This is an optimization exercise on Yosys and OpenROAD, whose aim is small area, a short achievable clock period and few clock cycles, not a production implementation.
Function was checked by simulation only, so behaviour that the tests miss may differ from the original.
Power is estimated from default activity; no workload was simulated.

==> flow/design.v, too long to show whole: its modules and the start of the top module <==
// module mlp_layer_sequencer: 2746 lines
// module mlp_fa: 10 lines
// module mlp_fx: 12 lines
// module mlp_fy: 14 lines
// module mlp_x2: 3 lines
// module mlp_mj: 3 lines
// module mlp_nd: 3 lines
// module mlp_nr: 3 lines
// module mlp_mi: 3 lines
// module mlp_ha: 9 lines
module mlp_layer_sequencer #(
    parameter int N_IN  = 784,
    parameter int N_OUT = 10,
    parameter int DW    = 32,
    parameter int FRAC  = 24,
    parameter int ACCW  = 74,
    parameter int RELU  = 1,
    localparam int c_iw = (N_IN > 1) ? $clog2(N_IN) : 1,
    localparam int c_ww = (N_IN * N_OUT > 1) ? $clog2(N_IN * N_OUT) : 1,
    localparam int c_ow = (N_OUT > 1) ? $clog2(N_OUT) : 1
) (
    input  logic            clk,
    input  logic            rst_n,
    input  logic            start,
    output logic            busy,
    output logic            done,
    output logic            sat,
    output logic            rd_en,
    output logic [c_iw-1:0] in_addr,
    output logic [c_ww-1:0] w_addr,
    output logic [c_ow-1:0] b_addr,
    input  logic [DW-1:0]   in_data,
    input  logic [DW-1:0]   w_data,
    input  logic [DW-1:0]   b_data,
    output logic            out_we,
    output logic [c_ow-1:0] out_addr,
    output logic [DW-1:0]   out_data
);
  // ...
==> flow/flow/run.sh <==
#!/bin/bash
# Layout flow: the standard ORFS flow, except that ports are buffered with
# plain buffers and the resizer may not use the delay cells.
set -euo pipefail
DLY="sky130_fd_sc_hd__clkdlybuf4s15_1 sky130_fd_sc_hd__clkdlybuf4s15_2 \
sky130_fd_sc_hd__clkdlybuf4s18_1 sky130_fd_sc_hd__clkdlybuf4s18_2 \
sky130_fd_sc_hd__clkdlybuf4s25_1 sky130_fd_sc_hd__clkdlybuf4s25_2 \
sky130_fd_sc_hd__clkdlybuf4s50_1 sky130_fd_sc_hd__clkdlybuf4s50_2 \
sky130_fd_sc_hd__dlygate4sd1_1 sky130_fd_sc_hd__dlygate4sd2_1 sky130_fd_sc_hd__dlygate4sd3_1 \
sky130_fd_sc_hd__dlymetal6s2s_1 sky130_fd_sc_hd__dlymetal6s4s_1 sky130_fd_sc_hd__dlymetal6s6s_1"
export DONT_USE_CELLS="$DLY"
export BUFFER_PORTS_ARGS="-buffer_cell sky130_fd_sc_hd__buf_2"
# Timing repair aims 7.5 ns below the clock period (the period itself is unchanged).
bash standard.sh finish SETUP_SLACK_MARGIN=7.5 > flow_make.log 2>&1
==> flow/standard.sh <==
#!/bin/bash
# synth_recipe.tcl (not shown) runs the flow's synth.tcl, then flattens the netlist and writes it again
# the make line also repeats each setting of config.mk as NAME=value (left out here)
make -C /OpenROAD-flow-scripts/flow DESIGN_CONFIG=/design/flow/config.mk WORK_HOME=/design/flow/orfs CLKGATE_MAP_FILE= SYNTH_SCRIPT=/design/flow/synth_recipe.tcl "${@:-finish}"
==> flow/config.mk <==
export PLATFORM = sky130hd
export DESIGN_NAME = mlp_layer_sequencer
export DESIGN_NICKNAME = mlp_layer_sequencer
export VERILOG_FILES = /design/flow/design.v
export SDC_FILE = /design/flow/constraint.sdc
export NUM_CORES = 4
export LEC_CHECK = 0
export CAP_MARGIN = 20
export CORE_MARGIN = 2
export CORE_UTILIZATION = 60
export CTS_BUF_LIST = sky130_fd_sc_hd__clkbuf_8
export SLEW_MARGIN = 20
export SYNTH_HIERARCHICAL = 1
==> flow/constraint.sdc <==
create_clock -name core_clock -period 11.0 [get_ports {clk}]
set_input_delay 2.2000 -clock core_clock [delete_from_list [all_inputs] [get_ports {clk}]]
set_output_delay 2.2000 -clock core_clock [all_outputs]
set_load 0.01 [all_outputs]
==> flow_metrics.py, run 1 <==
metrics = {
    "timing": {
        "fin_skew_ns": 0.0371,
    },
    "worst_setup_path": {
        "crit_arrival_ns": 4.26,
        "r2r_start": "r_s[61]",
        "crit_end": "r_clp",
        "cp-end-kind": "flip-flop",
        "reg2reg_slack_ns": 7.34,
    },
    "global_routing": {
        "grt_pass1_vias": 33200,
        "top_usage_layer": "met2",
    },
    "finish": {
        "finalNetCount": 4609,
        "final_cell_area_mm2": 0.0448,
        "multi_input_area_mm2": 0.0293,
        "nFlopsAndLatches": 527,
        "buffers": 238,
        "inv_count": 43,
    },
    "run_status": {
        "status": "finished clean",
    },
    "synthesis": {
        "synthMuxAreaShare_pct": 1.87,
        "yosysWarnings": 8,
        "netlist-cell-type-count": 72,
        "ys_top_cells_by_count": "xnor2_1, dfxtp_1, fa_1",
    },
    "route": {
        "first_iter_violations": 3191,
        "drc": 0,
        "wl_met1_mm": 51.5,
    },
    "placed_design": {
        "place_ws_ns": 7.01,
        "placed_cell_area_mm2": 0.0418,
    },
    "power_and_ir_drop": {
        "power_density_mw_per_mm2": 348,
        "pg_seq_mw": 3.46,
        "seqPwrFrac_pct": 22.2,
    },
    "min_path": {
        "hold_path.startpoint": "first2",
    },
    "cts": {
        "tritoncts": "yes",
        "root_buffer": "clkbuf_8",
    },
}
Testbench counts, summed over its fixed seeds: cycles 188,320.
==> inputs of run 2 (changes only) <==
--- a/flow/design.v
+++ b/flow/design.v
@@ -2724,23 +2724,25 @@
         ph0_r[63] <= ~pp_15[33];
     end
     always_ff @(posedge clk) begin
         r_s <= s_nx;
         r_c <= c_nx;
     end
     logic [73:0] w_sum;
     logic [30:0] r_sum;
+    logic [73:55] r_hi;
     logic        r_neg, r_ovf, r_clp;
     assign w_sum = r_s + r_c;
+    assign r_neg = r_hi[73];
+    assign r_ovf = ~r_hi[73] & (|r_hi[72:55]);
+    assign r_clp = r_hi[73] ? ~(&r_hi[72:55]) : (|r_hi[72:55]);
     always_ff @(posedge clk) begin
         r_sum <= w_sum[54:24];
-        r_neg <= w_sum[73];
-        r_ovf <= ~w_sum[73] & (|w_sum[72:55]);
-        r_clp <= w_sum[73] ? ~(&w_sum[72:55]) : (|w_sum[72:55]);
+        r_hi  <= w_sum[73:55];
     end
     always_ff @(posedge clk) begin
         if (last5)
             r_out <= r_neg ? 31'd0 : (r_ovf ? {31{1'b1}} : r_sum);
         else
             r_out <= b_data[30:0];
     end
     assign out_data = {1'b0, r_out};
--- a/flow/flow/run.sh
+++ b/flow/flow/run.sh
@@ -6,9 +6,11 @@
 sky130_fd_sc_hd__clkdlybuf4s18_1 sky130_fd_sc_hd__clkdlybuf4s18_2 \
 sky130_fd_sc_hd__clkdlybuf4s25_1 sky130_fd_sc_hd__clkdlybuf4s25_2 \
 sky130_fd_sc_hd__clkdlybuf4s50_1 sky130_fd_sc_hd__clkdlybuf4s50_2 \
 sky130_fd_sc_hd__dlygate4sd1_1 sky130_fd_sc_hd__dlygate4sd2_1 sky130_fd_sc_hd__dlygate4sd3_1 \
 sky130_fd_sc_hd__dlymetal6s2s_1 sky130_fd_sc_hd__dlymetal6s4s_1 sky130_fd_sc_hd__dlymetal6s6s_1"
 export DONT_USE_CELLS="$DLY"
 export BUFFER_PORTS_ARGS="-buffer_cell sky130_fd_sc_hd__buf_2"
 # Timing repair aims 7.5 ns below the clock period (the period itself is unchanged).
-bash standard.sh finish SETUP_SLACK_MARGIN=7.5 > flow_make.log 2>&1
+# Clock tree synthesis as in ORFS's cts.tcl, without dummy balancing loads.
+CTS="-sink_clustering_enable -repair_clock_nets -dont_use_dummy_load"
+bash standard.sh finish SETUP_SLACK_MARGIN=7.5 "CTS_ARGS=$CTS" > flow_make.log 2>&1
==> flow/config.mk (replaced) <==
export PLATFORM = sky130hd
export DESIGN_NAME = mlp_layer_sequencer
export DESIGN_NICKNAME = mlp_layer_sequencer
export VERILOG_FILES = /design/flow/design.v
export SDC_FILE = /design/flow/constraint.sdc
export NUM_CORES = 4
export LEC_CHECK = 0
export CAP_MARGIN = 20
export CORE_MARGIN = 2
export CORE_UTILIZATION = 60
export SLEW_MARGIN = 20
export SYNTH_HIERARCHICAL = 1
==> run 2 against run 1 <==
Against the previous run:
- clock power fell by 13%
- critical endpoint is now out_data[1]
- still clean on timing, DRC and antenna
- sequential share of layout area is 1.2 points higher
- count of clock-buffer cells in the layout shrank 44
- critical path type is now reg2out
- cell area fell by 3.1%
- first-iteration DRC count is 9.0% lower
- power fell by 7.0%
==> flow_metrics.py, run 2 <==
metrics = {
    "run_status": {
        "status": "finished clean",
    },
    "floorplanning": {
        "die_w_um": 264,
        "fp.dieArea_mm2": 0.0697,
        "io_pins": 167,
        "row_count": 95,
        "die_y_um": 264,
        "core_mm2": 0.0670,
        "initial_core_util_pct": 60.5,
    },
    "cts": {
        "clk_pin_slew_worst_paths_ns": 0.05,
        "clk_latency_ns": 0.64,
        "clock_path_buffers": 3,
        "cts_hold_buffers": 0,
        "tritoncts": "yes",
        "clock-sinks": 543,
        "htree_levels": 2,
        "root_buffer": "clkbuf_16",
        "cts_buffers": 61,
    },
    "timing": {
        "fin_crit_sh_pct": 31.7,
        "rsz0062_at_grt": "no",
        "whs_ns": 0.436,
        "setup_viol": 0,
        "fin_crit_ns": 3.48,
        "setup_tns_ns": 0,
        "clock.fmax_ghz": 0.287,
        "fin_skew_ns": 0.0471,
        "tightest_slew_ns": 1.08,
        "final_max_slew_viol_count": 0,
        "max_slew_margin_pct": 28.3,
        "finalHoldViolCount": 0,
    },
    "worst_setup_path": {
        "crit_arrival_ns": 1.28,
        "path_cells": "buf_2",
        "worstPathRequired_ns": 8.80,
        "crit_buf_inv": 1,
        "cp-end-kind": "output port",
        "critPathSlowestCell": "dfxtp_1",
        "cp-start-kind": "flip-flop",
        "crit_path_max_fanout": 2,
        "crit_family": "flip-flops",
        "cpPeakStageDelay_ns": 0.46,
        "crit_type": "reg2out",
    },
    "finish": {
        "antennaDiodeCount": 0,
        "reg.largest.list": "r_c (74), r_s (74)",
        "final_cell_count_no_fill": 4566,
        "final_common_cell": "xnor2_1",
        "multi_input_area_mm2": 0.0283,
        "drive_gt1_share_pct": 13.5,
        "seq_area_mm2": 0.0110,
        "finalNetCount": 4503,
        "area_delta_synth_final_pct": 6.87,
        "final_cell_mix": "xnor2_1, fa_1, a22oi_1",
        "num-fill-cells": 5356,
    },
    "route": {
        "viasPerCell": 6.47,
        "ant_nets": 0,
        "drc": 0,
        "vias": 29500,
        "routed_wire_length_per_instance_um": 26.3,
        "dr.pass1.iters": 7,
        "first_iter_violations": 2904,
        "drt_wl_total_mm": 120,
    },
    "power_and_ir_drop": {
        "leakage_nw": 16.9,
        "intPower_mw": 8.07,
        "peakVddDrop_mv": 0.181,
        "swShare_pct": 44.3,
        "clockPowerShare_pct": 11.9,
        "combPwrFrac_pct": 63.4,
        "switchingPower_mw": 6.41,
        "seqPwrFrac_pct": 24.7,
        "power_density_mw_per_mm2": 334,
    },
    "synthesis": {
        "synth_cells": 3727,
        "synth_edf_count": 0,
        "synth_top_area_share_pct": 26.8,
        "synth_nets": 4535,
        "synth_ff_type": "dfxtp_1",
        "yosysWarnings": 8,
        "synth_top_area_cell": "dfxtp_1",
        "synth-async-reset-ratio_pct": 0,
        "ys_top_cells_by_count": "xnor2_1, dfxtp_1, fa_1",
        "postSynthAreaPerCell_um2": 10.9,
        "netlist-cell-type-count": 77,
        "synth_seq_cells": 543,
        "synth_area_mm2": 0.0406,
        "synth-seq-area-share_pct": 26.8,
        "synth_area_leaders": "dfxtp_1, fa_1, xnor2_1, a22oi_1, ha_1",
        "synth_most_common_cell": "xnor2_1",
    },
    "global_routing": {
        "grt_first_pass_wirelength_mm": 185,
        "grt_pass1_vias": 31400,
        "grtUsageTotal_pct": 34.3,
        "gr-total-overflow": 0,
        "grt_max_degree": 95,
        "antenna_found_initial": 0,
    },
    "min_path": {
        "hold_class": "reg2reg",
    },
    "run": {
        "cap_violations": 0,
    },
    "placed_design": {
        "io_buffers": 165,
        "hpwl_mm": 80.9,
        "place_inst": 4504,
        "gp_congestion": 0.932,
    },
}
## run 2: logic make-up after synthesis
| kind of cell | count (synthesis) | share of synthesized area, % |
|---|---|---|
| compound gates | 772 | 13.6 |
| xor+xnor | 691 | 14.9 |
| fa+ha+maj | 757 | 32.6 |
| buf+inv | 365 | 3.39 |
| flops | 543 | 26.8 |
| mux | 65 | 1.79 |
| other cells | 1 | 0.00924 |
| simple gates | 533 | 6.85 |
## run 2: Yosys stat by module, one instance, submodules excluded, excerpt
module               times used  cells  area, µm²  flops+latches
mlp_ha                      104      1       12.5              0
mlp_layer_sequencer           1   2968      27700            543
mlp_mj                       48      1       11.3              0
mlp_x2                       96      1       8.76              0
mlp_fa                      511      1       20.0              0
## run 2: area by class of cell
class / instances / area share, %
Clock buffer: 61 / 3.52
Inverter: 46 / 0.398
Multi-Input combinational cell: 2819 / 65.3
Sequential cell: 543 / 25.3
Tap cell: 873 / 2.52
Timing Repair Buffer: 224 / 2.95
## run 2: power by group through the flow
| stage | logic, mW | clock network (mW) | registers, mW |
|---|---|---|---|
| finish | 9.18 | 1.72 | 3.58 |
| global route | 10.3 | 1.82 | 3.65 |
| CTS | 9.12 | 1.75 | 3.56 |
| detailed placement | 9.09 | 0 | 3.60 |
| global placement | 8.63 | 0 | 3.59 |
| floorplan | 6.77 | 0 | 3.29 |
## run 2: routing by layer
metal	vias up	global-route usage [%]	wire length (µm)
li1	12700	-	-
met1	14800	47.7	51400
met2	1719	51.5	51800
met3	297	9.42	12800
met4	0	12.8	4140
met5	-	0.0693	0
## run 2: repair_timing
| action | in CTS | in global routing |
|---|---|---|
| hold endpoints to repair | 0 | 0 |
| endpoints found under the setup margin | 24 | 28 |
| gates resized for setup | 3 | 19 |
| buffers inserted | 0 | 0 |
## run 2: final timing paths
| kind | from | to | slack, ns | cells after the start |
|---|---|---|---|---|
| setup reg to reg | one_r[6] | pl1_r[32] | 7.53 | 7 |
| hold / removal | pl1_r[0] | r_s[0] | 0.44 | 1 |
| hold reg to reg | pl1_r[0] | r_s[0] | 0.44 | 1 |
| setup / recovery | r_out[1] | out_data[1] | 7.52 | 1 |
## run 2: stage by stage
stage | setup WS (ns) | util, % | total power, mW | cell area, µm²
global placement | 7.53 | 62.3 | 12.2 | 41800
finish | 7.52 | 64.7 | 14.5 | 43400
detailed placement | 7.43 | 62.3 | 12.7 | 41800
floorplan | 7.95 | - | 10.1 | 40600
global route | 7.50 | 64.7 | 15.8 | 43400
CTS | 7.45 | 64.6 | 14.4 | 43300
## run 2: worst reg2reg max path: stages, from the launching register on
cell and delay, ns:
dfxtp_2 1.00, a22oi_1 0.28, xnor2_1 0.18, ha_1 0.35, fa_1 0.51, fa_1 0.53, xor2_1 0.22, xor2_1 0.30
Testbench counts of run 2, summed over its fixed seeds: cycles 188,320.

[port drivers added, routing unchanged]
The flow's constraints put no driver on any port. The routed layouts listed below were extracted and timed again, unchanged, in two steps. Step 1 sets driving cells, clkbuf_16 on the clock port and buf_2 on the other inputs (assumed; they add their load-dependent delay and slew). Step 2 adds t to the input delays and takes it off the output delays; t is the mean of the earliest and latest rising clock arrival at the registers after step 1. Input paths then give back, and output paths get back, about the clock's delay inside the block. a / b / c = no drivers / after step 1 / after step 2; a / b = the first two.
| run | t, ns | slack for setup (ns) | latest minus earliest clock arrival (ns) | pins driven straight from the clock port |
|---|---|---|---|---|
| run 1 | 0.763 | 7.337 / 7.337 / 7.337 | 0.043 / 0.042 | 1 |
| run 2 | 0.680 | 7.518 / 7.451 / 7.526 | 0.048 / 0.047 | 1 |
After both steps every run listed still meets setup and hold.
